Source: an optimization exercise on an open RTL-to-GDS flow (aim: small area and a short achievable clock period). Production flows keep margins and buffers that such runs may drop. At most, simulation tests tie the RTL to the original design; equivalence was not proved. Power figures rest on the tool's default switching activity, not on a simulated workload.

==> inputs of build 31 <==
Design array_multiplier, start of the top module:
module array_multiplier (
	input  logic                     clk,
	input  logic                     reset,
	input  logic                     in_valid,
	input  mult_sizes_pkg::operand_t x,
	input  mult_sizes_pkg::operand_t y,
	output logic                     product_valid,
	output mult_sizes_pkg::product_t product
);
export LEC_CHECK = 0
export CAP_MARGIN = 20
export CORE_MARGIN = 2
export CORE_UTILIZATION = 40
export SETUP_SLACK_MARGIN = 3.65
export SLEW_MARGIN = 20
export SYNTH_HIERARCHICAL = 1
create_clock -name core_clock -period 6.0 [get_ports {clk}]
standard.sh (not shown) runs the stock make flow with config.mk's settings and CLKGATE_MAP_FILE= SYNTH_SCRIPT=/design/flow/synth_recipe.tcl, a recipe that flattens the netlist after the stock synthesis.
==> flow/flow/run.sh <==
#!/bin/bash
# Layout flow: the standard ORFS flow (standard.sh, unchanged synthesis),
# with smaller port buffers and a clock tree built from clkbuf_8 without
# dummy loads. Each tool's output goes to a log file in this folder.
set -euo pipefail
export BUFFER_PORTS_ARGS="-buffer_cell sky130_fd_sc_hd__buf_1"
export CTS_ARGS="-sink_clustering_enable -repair_clock_nets -sink_clustering_size 12 -sink_clustering_max_diameter 60 -buf_list sky130_fd_sc_hd__clkbuf_8 -dont_use_dummy_load"
bash standard.sh finish > flow_make.log 2>&1
==> trial 54 (differences from build 31) <==
--- a/flow/flow/run.sh
+++ b/flow/flow/run.sh
@@ -6,3 +6,3 @@
 export BUFFER_PORTS_ARGS="-buffer_cell sky130_fd_sc_hd__buf_1"
-export CTS_ARGS="-sink_clustering_enable -repair_clock_nets -sink_clustering_size 12 -sink_clustering_max_diameter 60 -buf_list sky130_fd_sc_hd__clkbuf_8 -dont_use_dummy_load"
+export CTS_ARGS="-sink_clustering_enable -repair_clock_nets -buf_list sky130_fd_sc_hd__clkbuf_8 -dont_use_dummy_load"
 bash standard.sh finish > flow_make.log 2>&1
--- a/flow/config.mk
+++ b/flow/config.mk
@@ -10,3 +10,3 @@
 export CORE_UTILIZATION = 40
-export SETUP_SLACK_MARGIN = 3.65
+export SETUP_SLACK_MARGIN = 3.7
 export SLEW_MARGIN = 20
==> trial 58 (differences from build 31) <==
--- a/flow/config.mk
+++ b/flow/config.mk
@@ -10,3 +10,3 @@
 export CORE_UTILIZATION = 40
-export SETUP_SLACK_MARGIN = 3.65
+export SETUP_SLACK_MARGIN = 3.7
 export SLEW_MARGIN = 20
==> run summary <==
item	trial 58	trial 54	build 31
Highest ir drop seen on vdd	206 uV	236 uV	222 uV
Leakage Power	4.56 nW	4.64 nW	4.42 nW
Area of all placed cells without fillers	12,200 um2	12,300 um2	11,900 um2
Combined area of the multi-input logic cells	6260 um2	6250 um2	6250 um2
Detailed-route wire length	21,900 um	22,000 um	21,400 um
Share of cell area taken by multi-input logic gates	51.4%	50.9%	52.5%
Placer congestion estimate	0.871	0.871	0.872
Sequential group share of total power	42.4%	40.8%	43.1%
Startpoint of the worst setup timing path	r884	r888	r885
Internal power of the cells	0.00352 W	0.00371 W	0.00348 W
Arrival time at the worst endpoint	2.73 ns	2.67 ns	2.77 ns
Slew of the pin with the lowest slew margin	0.561 ns	0.568 ns	0.548 ns
Switching Share	34.1%	33.3%	34.3%
Worst slew margin relative to its limit	62.5%	62.0%	63.4%
TritonCTS buffer count	24	38	22
Met2 Use GR	25.8%	25.7%	24.3%
First-pass GRT wire length	35,300 um	35,500 um	35,000 um
Status	timing/DRC/antenna clean	timing/DRC/antenna clean	timing/DRC/antenna clean
Proportion of power drawn by the clock network	15.2%	18.8%	14.6%
Count of buffers not belonging to the clock network in the layout	105	109	85
Filler Cells Inserted	2,460	2,471	2,488
Via count of the first global-routing pass	6,669	6,788	6,731
Final critical-path share of the clock period	38.2%	38.6%	39.0%
Clock distribution power	0.000816 W	0.00105 W	0.000773 W
Power density over the cells	439 nW/um2	453 nW/um2	445 nW/um2
CTS-repair resized insts	55	59	59
No run of this note included a check of the RTL's function; only the layout flow was run.

========
==> inputs of run a <==
Another version of the RTL of array_multiplier (not shown whole).
export LEC_CHECK = 0
export CAP_MARGIN = 20
export CORE_MARGIN = 2
export CORE_UTILIZATION = 40
export SETUP_SLACK_MARGIN = 3.7
export SLEW_MARGIN = 20
export SYNTH_HIERARCHICAL = 1
create_clock -name core_clock -period 6.0 [get_ports {clk}]
==> flow/flow/run.sh <==
#!/bin/bash
# Layout flow: the standard ORFS flow (standard.sh, unchanged synthesis),
# with smaller port buffers and a clock tree built from clkbuf_8 without
# dummy loads. Each tool's output goes to a log file in this folder.
set -euo pipefail
export BUFFER_PORTS_ARGS="-buffer_cell sky130_fd_sc_hd__buf_1"
export CTS_ARGS="-sink_clustering_enable -repair_clock_nets -sink_clustering_size 12 -sink_clustering_max_diameter 60 -buf_list sky130_fd_sc_hd__clkbuf_8 -dont_use_dummy_load"
bash standard.sh finish > flow_make.log 2>&1
==> run b (differences from run a) <==
--- a/flow/config.mk
+++ b/flow/config.mk
@@ -10,3 +10,3 @@
 export CORE_UTILIZATION = 40
-export SETUP_SLACK_MARGIN = 3.7
+export SETUP_SLACK_MARGIN = 3.8
 export SLEW_MARGIN = 20
==> run c (differences from run a) <==
--- a/flow/config.mk
+++ b/flow/config.mk
@@ -9,3 +9,4 @@
 export CORE_MARGIN = 2
-export CORE_UTILIZATION = 40
+export CORE_UTILIZATION = 55
+export PLACE_DENSITY = 0.7
 export SETUP_SLACK_MARGIN = 3.7
==> run summary <==
- Status: complete, no violations
- Final instance area: 0.0118 mm2
- Fin cells: 1206
- Sequential cell area: 0.00446 mm2
- Clock buffers and inverters, area share: 0.0269
- Static leakage: around 4.4 nW
- Fin crit period: 2.25 ns
- CTS buffer count: 23
- R2R depth: 5
- Hold_ws: 0.328 ns
- # Taps: 265
the above is filed under run c

==> run summary <==
- R2R depth: 5
- Sequential cell area: 0.00448 mm2
- Status: complete, no violations
- Clock buffers and inverters, area share: 0.0260
- Non-clock buffer share: 0.0872
- Fin crit period: 2.25 ns
- Hold_ws: 0.312 ns
- Final instance area: ~0.013 mm2
- Critical path buffers and inverters: 1
the above is filed under run b

==> run summary <==
- R2R depth: 4
- Status: complete, no violations
- CTS buffer count: 24
- # Taps: 341
- Layout clock buffers: 24
- GP Congestion: 0.861
- Top power group: registers
- Fin crit period: between 2 and 2.5 ns
- Fin cells: 1293
- Clock buffers and inverters, area share: 0.0275
- Final instance area: 0.0120 mm2
- Hold_ws: between 0.3 and 0.4 ns
- Sequential cell area: ~0.0045 mm2
the above is filed under run a

-- afterwards: timing with drivers on the ports --
No port has a modelled driver above. Below, the same layouts with a new extraction and two added sets of constraints.
Step 1: set_driving_cell puts a clkbuf_16 on clk and a buf_2 on each other input, an assumption about the parent block.
Step 2 also shifts input and output timing later by t, the mid clock arrival at the registers, as if the neighbouring blocks saw the same clock.
Three values: no drivers, after step 1, after step 2; two values: the first two.
run | shift t [ns] | setup slack, ns | hold slack, ns | clock arrival spread, ns
build 31 | 0.555 | 3.662 / 3.662 / 3.662 | 0.329 / 0.329 / 0.329 | 0.050 / 0.050
trial 54 | 0.528 | 3.682 / 3.682 / 3.682 | 0.321 / 0.321 / 0.321 | 0.064 / 0.064
trial 58 | 0.566 | 3.707 / 3.707 / 3.707 | 0.314 / 0.314 / 0.314 | 0.044 / 0.043
run a | 0.587 | 3.740 / 3.716 / 3.740 | 0.328 / 0.328 / 0.328 | 0.048 / 0.047
run b | 0.569 | 3.754 / 3.746 / 3.754 | 0.312 / 0.312 / 0.312 | 0.064 / 0.064
run c | 0.555 | 3.748 / 3.729 / 3.748 | 0.328 / 0.328 / 0.328 | 0.028 / 0.028
After both steps setup and hold are still met in every run listed.
